Background: an optimization exercise with open tools, aiming at small area and a short achievable clock period. Do not read the settings as production practice. RTL that was checked went through simulation tests only; none was proved equivalent to the original. The clock port is modelled as an ideal driver; clocking choices that lean on that would not hold on a real chip. Power figures rest on the tool's default switching activity, not on a simulated workload.

07-22:
## dac_frame_buffer
module dac_frame_buffer #(
  parameter int DATA_W    = 12,
  parameter int FRAME_LEN = 80
) (
  input  logic              clk,
  input  logic              reset,
  input  logic [6:0]        ADR,
  input  logic              SEL,
  input  logic              wr_valid,
  input  logic [DATA_W-1:0] wr_data,
  output logic              wr_ready,
  output logic [DATA_W-1:0] dac_data,
  output logic              dac_strobe,
  output logic              underrun
);
export LEC_CHECK = 0
export CAP_MARGIN = 20
export CORE_MARGIN = 2
export CORE_UTILIZATION = 40
export SLEW_MARGIN = 20
export SYNTH_HIERARCHICAL = 1
create_clock -name core_clock -period 3.6 [get_ports {clk}]
run.sh (not shown) runs the stock make flow with config.mk's settings and CLKGATE_MAP_FILE= SYNTH_SCRIPT=/design/flow/synth_recipe.tcl, a recipe that flattens the netlist after the stock synthesis.
diff inputs: 07-22 => 08-17
# 07-22
export LEC_CHECK = 0
export CAP_MARGIN = 20
export CORE_MARGIN = 2
export CORE_UTILIZATION = 40
export SLEW_MARGIN = 20
export SYNTH_HIERARCHICAL = 1
create_clock -name core_clock -period 3.6 [get_ports {clk}]
# 08-17
export LEC_CHECK = 0
export CAP_MARGIN = 20
export CORE_MARGIN = 2
export CORE_UTILIZATION = 40
export CTS_BUF_LIST = sky130_fd_sc_hd__clkbuf_4 sky130_fd_sc_hd__clkbuf_8
export CTS_CLUSTER_SIZE = 20
export SLEW_MARGIN = 20
export SYNTH_HIERARCHICAL = 1
create_clock -name core_clock -period 3.6 [get_ports {clk}]
- Of the two values seen for cell with the biggest individual delay on the critical path, sky130_fd_sc_hd__dfxtp_1 was produced by 07-22 and sky130_fd_sc_hd__or4_1 by 08-17.
- Reported for 07-22 and 08-17, combined flip-flop and latch cell area turned out identical to the last digit.
- 08-17 vs 07-22: critical path data required time up in 08-17
- Re post-synthesis cell count: no difference whatsoever between 08-17 and 07-22.
- Sequential share of layout area of 07-22 is on par with 08-17.
- Taking 07-22 as the reference, in 08-17 final cell count shows an increase of 209; amount of wire on met3 after detailed routing saw little to no change; final worst clock skew higher; cell area after layout closely matched the old numbers.
Function was not checked in any run of this note: the RTL went through the layout flow alone.

========
dac_frame_buffer, a different RTL version from the one above (not shown whole).
For scale: about 2000 flip-flops, ~38 I/O pins, about 0.071 mm2 of cells after synthesis.
## dac_frame_buffer
module dac_frame_buffer #(
  parameter int DATA_W    = 12,
  parameter int FRAME_LEN = 80
) (
  input  logic              clk,
  input  logic              reset,
  input  logic [6:0]        ADR,
  input  logic              SEL,
  input  logic              wr_valid,
  input  logic [DATA_W-1:0] wr_data,
  output logic              wr_ready,
  output logic [DATA_W-1:0] dac_data,
  output logic              dac_strobe,
  output logic              underrun
);
clock: 3.6 ns
lec_check: 0
cap_margin: 20
core_margin: 2
core_utilization: 60
cts_buf_list: sky130_fd_sc_hd__clkbuf_16
cts_cluster_diameter: 100
cts_cluster_size: 25
setup_slack_margin: 1.4
slew_margin: 20
synth_hierarchical: 1
standard.sh (not shown) runs the stock make flow with config.mk's settings and CLKGATE_MAP_FILE= SYNTH_SCRIPT=/design/flow/synth_recipe.tcl, a recipe that flattens the netlist after the stock synthesis.
==> flow/flow/run.sh <==
#!/bin/bash
set -euo pipefail
W=$(pwd)
bash standard.sh synth > synth.log 2>&1
sed "s|\"\${@:-finish}\"|POST_CTS_TCL=$W/flow/post_cts.tcl 'BUFFER_PORTS_ARGS=-buffer_cell sky130_fd_sc_hd__buf_4' \"\${@:-finish}\"|" standard.sh > own_standard.sh
grep -q "POST_CTS_TCL=.*BUFFER_PORTS_ARGS=" own_standard.sh
bash own_standard.sh > layout.log 2>&1
==> flow/flow/post_cts.tcl <==
# Post-CTS step of the own flow.
# Useful skew for the read path: insert a short chain of clock buffers in
# front of the clock pins of the DAC output registers (dac_data_r), one chain
# per leaf clock net that feeds them, placed at the registers' centroid;
# then legalize.
# Each buffer is inserted next to the registers, so the last one listed
# drives them; it is a strong one, so that their clock slew stays low.
set skew_cells {sky130_fd_sc_hd__clkbuf_1 sky130_fd_sc_hd__clkbuf_8}
set block [ord::get_db_block]

# Drive strength: the registers that drive long wires (the one-hot word
# selects, which fan out across the array, and the registers behind output
# ports) get the strongest flip-flop of their type.
foreach pat {rsel_r* dac_data_r* dac_strobe_r* underrun_r* wr_full_o_r* wr_ready_r*} {
  foreach cell [get_cells $pat] {
    if {[get_property [get_lib_cells -of_objects $cell] name] ne "sky130_fd_sc_hd__dfxtp_4"} {
      replace_cell $cell sky130_fd_sc_hd__dfxtp_4
    }
  }
}

array set groups {}
foreach cell [get_cells dac_data_r*] {
  set pin [get_pins -of_objects $cell -filter "lib_pin_name == CLK"]
  set net [get_nets -of_objects $pin]
  lappend groups([get_full_name $net]) $cell
}
set i 0
foreach netname [lsort [array names groups]] {
  set flops $groups($netname)
  set sx 0
  set sy 0
  set pins {}
  foreach f $flops {
    lassign [[sta::sta_to_db_inst $f] getLocation] fx fy
    set sx [expr {$sx + $fx}]
    set sy [expr {$sy + $fy}]
    lappend pins [get_pins -of_objects $f -filter "lib_pin_name == CLK"]
  }
  set n [llength $flops]
  set dbu [$block getDbUnitsPerMicron]
  set x [expr {double($sx) / $n / $dbu}]
  set y [expr {double($sy) / $n / $dbu}]
  puts "skew: net $netname, $n registers, buffer at $x $y"
  set k 0
  foreach skew_cell $skew_cells {
    insert_buffer -buffer_cell $skew_cell -net [get_nets -of_objects [lindex $pins 0]] \
      -load_pins $pins -location [list $x $y] -buffer_name skew_buf_${i}_$k \
      -net_name skew_clk_${i}_$k
    incr k
  }
  incr i
}
global_connect
detailed_placement
check_placement -verbose
estimate_parasitics -placement
report_clock_skew
report_worst_slack -max
report_checks -path_delay max -group_path_count 3 -format end
Edit:
--- a/flow/flow/run.sh
+++ b/flow/flow/run.sh
@@ -1,2 +1,10 @@
 #!/bin/bash
+# Own layout flow: the standard flow (standard.sh) with two changes:
+# - the port buffers that placement inserts on every input and output are
+#   sky130_fd_sc_hd__buf_4 (buffer_ports -buffer_cell) instead of the
+#   default choice, a slow delay cell;
+# - one extra step after clock tree synthesis (flow/post_cts.tcl) gives the
+#   registers that drive long wires the strongest flip-flop of their type.
+# Synthesis is the standard one, unchanged. Each tool's output goes to the
+# ORFS logs under orfs/logs/, and each make run's output to a log here.
 set -euo pipefail
==> flow/flow/post_cts.tcl (replaced) <==
# Post-CTS step of the own flow.
# Drive strength: the registers that drive long wires (the one-hot word
# selects, which fan out across the array, and the registers behind output
# ports) get the strongest flip-flop of their type; then legalize.
foreach pat {rsel_r* dac_data_r* dac_strobe_r* underrun_r* wr_full_o_r* wr_ready_r*} {
  foreach cell [get_cells $pat] {
    if {[get_property [get_lib_cells -of_objects $cell] name] ne "sky130_fd_sc_hd__dfxtp_4"} {
      replace_cell $cell sky130_fd_sc_hd__dfxtp_4
    }
  }
}
detailed_placement
check_placement -verbose
estimate_parasitics -placement
report_worst_slack -max
report_checks -path_delay max -group_path_count 3 -format end
What happened: Register-to-register slack gets worse by 0.24 ns. Synthesized cell count is unchanged. Power shrinks slightly. Hold slack stays flat. Setup slack gets worse by 0.24 ns.

========
The RTL this note starts from:
==> flow/design.v <==
module dac_frame_buffer #(
  parameter int DATA_W    = 12,
  parameter int FRAME_LEN = 80
) (
  input  logic              clk,
  input  logic              reset,
  input  logic [6:0]        ADR,
  input  logic              SEL,
  input  logic              wr_valid,
  input  logic [DATA_W-1:0] wr_data,
  output logic              wr_ready,
  output logic [DATA_W-1:0] dac_data,
  output logic              dac_strobe,
  output logic              underrun
);
  localparam logic [6:0]      SYNC_ADR = 7'(FRAME_LEN);
  localparam int              NL1      = (FRAME_LEN + 2) / 3;   
  localparam int              NL2      = (NL1 + 2) / 3;
  localparam int              NL3      = (NL2 + 2) / 3;
  logic [FRAME_LEN-1:0][DATA_W-1:0] bank0_r;
  logic [FRAME_LEN-1:0][DATA_W-1:0] bank1_r;
  logic              wr_ready_r;
  logic              wr_full_o_r;
  logic [7:0]        wlo_r;
  logic [FRAME_LEN/8-1:0] whi_r;
  logic              sel_q_r;
  logic              underrun_r;
  logic [6:0]           adr_q_r;
  logic [FRAME_LEN-1:0] rsel_r;      
  logic                 rbank_r;     
  logic                 rd_strobe_r;
  logic [DATA_W-1:0]    dac_data_r;
  logic                 dac_strobe_r;
  logic              sel_change_s;
  logic              wr_accept_s;
  logic              last_write_s;
  logic              data_event_s;
  assign sel_change_s = (SEL != sel_q_r);
  assign wr_accept_s  = wr_ready_r & wr_valid & ~reset;
  assign last_write_s = wlo_r[7] & whi_r[FRAME_LEN/8-1];
  assign data_event_s = ~reset & (ADR != adr_q_r) & (ADR < SYNC_ADR);
  always_ff @(posedge clk) begin
    sel_q_r <= SEL;
    if (reset) begin
      wr_ready_r  <= 1'b1;
      wr_full_o_r <= 1'b0;
      wlo_r       <= 8'd1;
      whi_r       <= (FRAME_LEN/8)'(1);
      underrun_r  <= 1'b0;
    end else begin
      underrun_r <= sel_change_s & wr_ready_r & ~(wr_valid & last_write_s);
      if (sel_change_s) begin
        wr_ready_r  <= 1'b1;
        wr_full_o_r <= 1'b0;
        wlo_r       <= 8'd1;
        whi_r       <= (FRAME_LEN/8)'(1);
      end else if (wr_accept_s) begin
        if (last_write_s) begin
          wr_ready_r  <= 1'b0;
          wr_full_o_r <= 1'b1;
          wlo_r       <= 8'd1;
          whi_r       <= (FRAME_LEN/8)'(1);
        end else begin
          wlo_r <= {wlo_r[6:0], wlo_r[7]};
          if (wlo_r[7]) whi_r <= {whi_r[FRAME_LEN/8-2:0], 1'b0};
        end
      end
    end
  end
  for (genvar i = 0; i < FRAME_LEN; i++) begin : g_slot
    logic hit_s;
    assign hit_s = wr_accept_s & wlo_r[i % 8] & whi_r[i / 8];
    always_ff @(posedge clk) begin
      if (hit_s & sel_q_r)  bank0_r[i] <= wr_data;
      if (hit_s & ~sel_q_r) bank1_r[i] <= wr_data;
    end
  end
  always_ff @(posedge clk) begin
    adr_q_r <= ADR;
    rbank_r <= sel_q_r;
    for (int i = 0; i < FRAME_LEN; i++)
      rsel_r[i] <= (ADR == 7'(i));
  end
  logic [DATA_W-1:0] rd0_s, rd1_s, rd_s;
  for (genvar b = 0; b < 2; b++) begin : g_rbank
    for (genvar k = 0; k < DATA_W; k++) begin : g_rbit
      logic [FRAME_LEN-1:0] d;
      logic [NL1-1:0]       l1_n;
      logic [NL2-1:0]       l2;
      logic [NL3-1:0]       l3_n;
      logic                 l4;
      for (genvar i = 0; i < FRAME_LEN; i++) begin : g_d
        assign d[i] = (b == 0) ? bank0_r[i][k] : bank1_r[i][k];
      end
      for (genvar g = 0; g < NL1; g++) begin : g_l1
        if (3 * g + 2 < FRAME_LEN) begin : g_full
          dfb_aoi222 u_aoi (
            .a0(rsel_r[3*g]),   .b0(d[3*g]),
            .a1(rsel_r[3*g+1]), .b1(d[3*g+1]),
            .a2(rsel_r[3*g+2]), .b2(d[3*g+2]),
            .y (l1_n[g])
          );
        end else if (3 * g + 1 < FRAME_LEN) begin : g_two
          dfb_aoi22 u_aoi (
            .a0(rsel_r[3*g]),   .b0(d[3*g]),
            .a1(rsel_r[3*g+1]), .b1(d[3*g+1]),
            .y (l1_n[g])
          );
        end else begin : g_one
          dfb_nand2 u_nand (.a(rsel_r[3*g]), .b(d[3*g]), .y(l1_n[g]));
        end
      end
      for (genvar g = 0; g < NL2; g++) begin : g_l2
        dfb_nand3 u_n (.a(l1_n[3*g]), .b(l1_n[3*g+1]), .c(l1_n[3*g+2]), .y(l2[g]));
      end
      for (genvar g = 0; g < NL3; g++) begin : g_l3
        dfb_nor3 u_n (.a(l2[3*g]), .b(l2[3*g+1]), .c(l2[3*g+2]), .y(l3_n[g]));
      end
      dfb_nand3 u_l4 (.a(l3_n[0]), .b(l3_n[1]), .c(l3_n[2]), .y(l4));
      if (b == 0) begin : g_o0
        assign rd0_s[k] = l4;
      end else begin : g_o1
        assign rd1_s[k] = l4;
      end
    end
  end
  assign rd_s = rbank_r ? rd1_s : rd0_s;
  always_ff @(posedge clk) begin
    if (reset) begin
      rd_strobe_r  <= 1'b0;
      dac_data_r   <= '0;
      dac_strobe_r <= 1'b0;
    end else begin
      rd_strobe_r  <= data_event_s;
      dac_strobe_r <= rd_strobe_r;
      if (rd_strobe_r) dac_data_r <= rd_s;
    end
  end
  assign wr_ready   = ~(wr_full_o_r | reset);
  assign dac_data   = dac_data_r;
  assign dac_strobe = dac_strobe_r;
  assign underrun   = underrun_r;
endmodule
module dfb_aoi222 (
  input  logic a0, b0, a1, b1, a2, b2,
  output logic y
);
  assign y = ~((a0 & b0) | (a1 & b1) | (a2 & b2));
endmodule
module dfb_aoi22 (
  input  logic a0, b0, a1, b1,
  output logic y
);
  assign y = ~((a0 & b0) | (a1 & b1));
endmodule
module dfb_nand2 (
  input  logic a, b,
  output logic y
);
  assign y = ~(a & b);
endmodule
module dfb_nand3 (
  input  logic a, b, c,
  output logic y
);
  assign y = ~(a & b & c);
endmodule
module dfb_nor3 (
  input  logic a, b, c,
  output logic y
);
  assign y = ~(a | b | c);
endmodule
Settings: LEC_CHECK=0, CAP_MARGIN=20, CORE_MARGIN=2, CORE_UTILIZATION=60, CTS_BUF_LIST=sky130_fd_sc_hd__clkbuf_16, CTS_CLUSTER_DIAMETER=100, CTS_CLUSTER_SIZE=25, SETUP_SLACK_MARGIN=1.6, SLEW_MARGIN=20, SYNTH_HIERARCHICAL=1; clock period 3.6 ns.
==> flow/flow/run.sh <==
#!/bin/bash
set -euo pipefail
W=$(pwd)
bash standard.sh synth > synth.log 2>&1
sed "s|\"\${@:-finish}\"|POST_CTS_TCL=$W/flow/post_cts.tcl 'BUFFER_PORTS_ARGS=-buffer_cell sky130_fd_sc_hd__buf_4' \"\${@:-finish}\"|" standard.sh > own_standard.sh
grep -q "POST_CTS_TCL=.*BUFFER_PORTS_ARGS=" own_standard.sh
bash own_standard.sh > layout.log 2>&1
==> flow/flow/post_cts.tcl <==
# Useful skew for the read path: insert a short chain of clock buffers in
# front of the clock pins of the DAC output registers (dac_data_r), one chain
# per leaf clock net that feeds them, placed at the registers' centroid;
# then legalize.
# Each buffer is inserted next to the registers, so the last one listed
# drives them; it is a strong one, so that their clock slew stays low.
set skew_cells {sky130_fd_sc_hd__clkbuf_1 sky130_fd_sc_hd__clkbuf_8}
set block [ord::get_db_block]
array set groups {}
foreach cell [get_cells dac_data_r*] {
  set pin [get_pins -of_objects $cell -filter "lib_pin_name == CLK"]
  set net [get_nets -of_objects $pin]
  lappend groups([get_full_name $net]) $cell
}
set i 0
foreach netname [lsort [array names groups]] {
  set flops $groups($netname)
  set sx 0
  set sy 0
  set pins {}
  foreach f $flops {
    lassign [[sta::sta_to_db_inst $f] getLocation] fx fy
    set sx [expr {$sx + $fx}]
    set sy [expr {$sy + $fy}]
    lappend pins [get_pins -of_objects $f -filter "lib_pin_name == CLK"]
  }
  set n [llength $flops]
  set dbu [$block getDbUnitsPerMicron]
  set x [expr {double($sx) / $n / $dbu}]
  set y [expr {double($sy) / $n / $dbu}]
  puts "skew: net $netname, $n registers, buffer at $x $y"
  set k 0
  foreach skew_cell $skew_cells {
    insert_buffer -buffer_cell $skew_cell -net [get_nets -of_objects [lindex $pins 0]] \
      -load_pins $pins -location [list $x $y] -buffer_name skew_buf_${i}_$k \
      -net_name skew_clk_${i}_$k
    incr k
  }
  incr i
}
global_connect
detailed_placement
check_placement -verbose
estimate_parasitics -placement
report_clock_skew
report_worst_slack -max
report_checks -path_delay max -group_path_count 3 -format end
Edit:
--- a/flow/flow/post_cts.tcl
+++ b/flow/flow/post_cts.tcl
@@ -1 +1,2 @@
+# Post-CTS step of the own flow.
 # Useful skew for the read path: insert a short chain of clock buffers in
@@ -6,4 +7,16 @@
 # drives them; it is a strong one, so that their clock slew stays low.
-set skew_cells {sky130_fd_sc_hd__clkbuf_1 sky130_fd_sc_hd__clkbuf_8}
+set skew_cells {sky130_fd_sc_hd__clkbuf_1 sky130_fd_sc_hd__clkbuf_1 sky130_fd_sc_hd__clkbuf_8}
 set block [ord::get_db_block]
+
+# Drive strength: the registers that drive long wires (the one-hot word
+# selects, which fan out across the array, and the registers behind output
+# ports) get the strongest flip-flop of their type.
+foreach pat {rsel_r* dac_data_r* dac_strobe_r* underrun_r* wr_full_o_r* wr_ready_r*} {
+  foreach cell [get_cells $pat] {
+    if {[get_property [get_lib_cells -of_objects $cell] name] ne "sky130_fd_sc_hd__dfxtp_4"} {
+      replace_cell $cell sky130_fd_sc_hd__dfxtp_4
+    }
+  }
+}
+
 array set groups {}
- SETUP_SLACK_MARGIN: 1.6 -> 1.4
- cell area shrinks slightly
- synthesized cell count is unchanged
- sequential cell count is unchanged
- core utilization shrinks by 0.33 points
- combinational power hardly moves
- area after synthesis stays the same
- via count stays flat
- global-route usage grows by 0.12 points
- die area is unchanged
- routed wire length shrinks slightly
- power barely changes
Edit:
- SETUP_SLACK_MARGIN: 1.4 -> 1.7
After rerunning:
- first-iteration DRC count came out higher by 16%
- worst setup slack degrades by 0.094 ns
- via count came out higher by about 4%
- global-route usage came out higher by 1.3 points
- die area is unchanged
- hold slack degrades by 0.046 ns
- core utilization came out higher by 1.3 points
- total power stays flat
Edit:
==> flow/flow/run.sh (replaced) <==
#!/bin/bash
set -euo pipefail
W=$(pwd)
bash standard.sh synth > synth.log 2>&1
sed "s|\"\${@:-finish}\"|POST_CTS_TCL=$W/flow/post_cts.tcl PRE_IO_PLACEMENT_TCL=$W/flow/pre_io.tcl 'BUFFER_PORTS_ARGS=-buffer_cell sky130_fd_sc_hd__buf_4' \"\${@:-finish}\"|" standard.sh > own_standard.sh
grep -q "POST_CTS_TCL=.*PRE_IO_PLACEMENT_TCL=.*BUFFER_PORTS_ARGS=" own_standard.sh
bash own_standard.sh > layout.log 2>&1
==> flow/flow/pre_io.tcl (new file) <==
# Before pin placement: keep the clock port near the middle of the left die
# edge, so that the clock tree's root is close to the centre of its sinks.
set block [ord::get_db_block]
set die [$block getDieArea]
set dbu [$block getDbUnitsPerMicron]
set mid [expr {([$die yMin] + [$die yMax]) / 2.0 / $dbu}]
set lo [expr {int($mid - 10)}]
set hi [expr {int($mid + 10)}]
puts "clk pin region: left:$lo-$hi"
set_io_pin_constraint -pin_names {clk} -region left:$lo-$hi
- SETUP_SLACK_MARGIN: 1.7 -> 1.4
The changed run completed without violations.
Routed wire length came out lower by 6.9%.
Hold slack gets better by 0.059 ns.
Die area is unchanged.
Via count is lower by 3.4%.
First-iteration DRC count fell by 11%.
Setup slack improves by 0.058 ns.
Core utilization fell by 1.5 points.
Global-route usage falls by 1.6 points.
Design area drops by 2.2%.
Power is about the same.

==> separate check: timing with driven ports <==
The results above use ideal ports. As a check the final layouts listed here were re-extracted and re-timed, cells and wires unchanged.
Step 1 sets driving cells, clkbuf_16 on the clock port and buf_2 on the other inputs (assumed; they add their load-dependent delay and slew).
Step 2, shift: input delay + t, output delay - t, t = (earliest + latest rising clock arrival at the registers) / 2. This alone moves slack from input paths to output paths.
Slacks: ideal ports / drivers / drivers and shift; pairs: ideal ports / drivers.
run | shift t [ns] | setup slack, ns | worst hold slack (ns) | worst setup path after step 2 | clock arrival spread, ns
07-22 | 0.887 | 0.089 / 0.089 / 0.089 | 0.365 / 0.318 / 0.513 | register to register | 0.063 / 0.063
08-17 | 1.068 | 0.095 / 0.095 / 0.095 | 0.169 / 0.118 / 0.514 | register to register | 0.100 / 0.100
the first run of note 2 | 0.897 | 1.313 / 1.313 / 0.839 | 0.162 / 0.109 / 0.480 | input to register | 0.259 / 0.259
the second run of note 2 | 0.780 | 1.077 / 1.077 / 0.955 | 0.163 / 0.112 / 0.483 | input to register | 0.031 / 0.031
the first run of note 3 | 0.915 | 1.304 / 1.304 / 0.856 | 0.179 / 0.155 / 0.486 | input to register | 0.282 / 0.283
the second run of note 3 | 0.934 | 1.350 / 1.272 / 0.806 | 0.157 / 0.106 / 0.482 | input to register | 0.336 / 0.336
the third run of note 3 | 0.962 | 1.256 / 1.173 / 0.858 | 0.111 / 0.058 / 0.518 | input to register | 0.377 / 0.377
the fourth run of note 3 | 0.936 | 1.314 / 1.259 / 0.791 | 0.170 / 0.141 / 0.474 | input to register | 0.386 / 0.387
In the second run of note 3, the third run of note 3 and the fourth run of note 3 the clock reaches the registers at very different times; t lies between them, and the last value is a rough guide only. The setup slack of the second run of note 3, which loses most, moves by -0.078 ns with the drivers and by -0.544 ns with both steps.
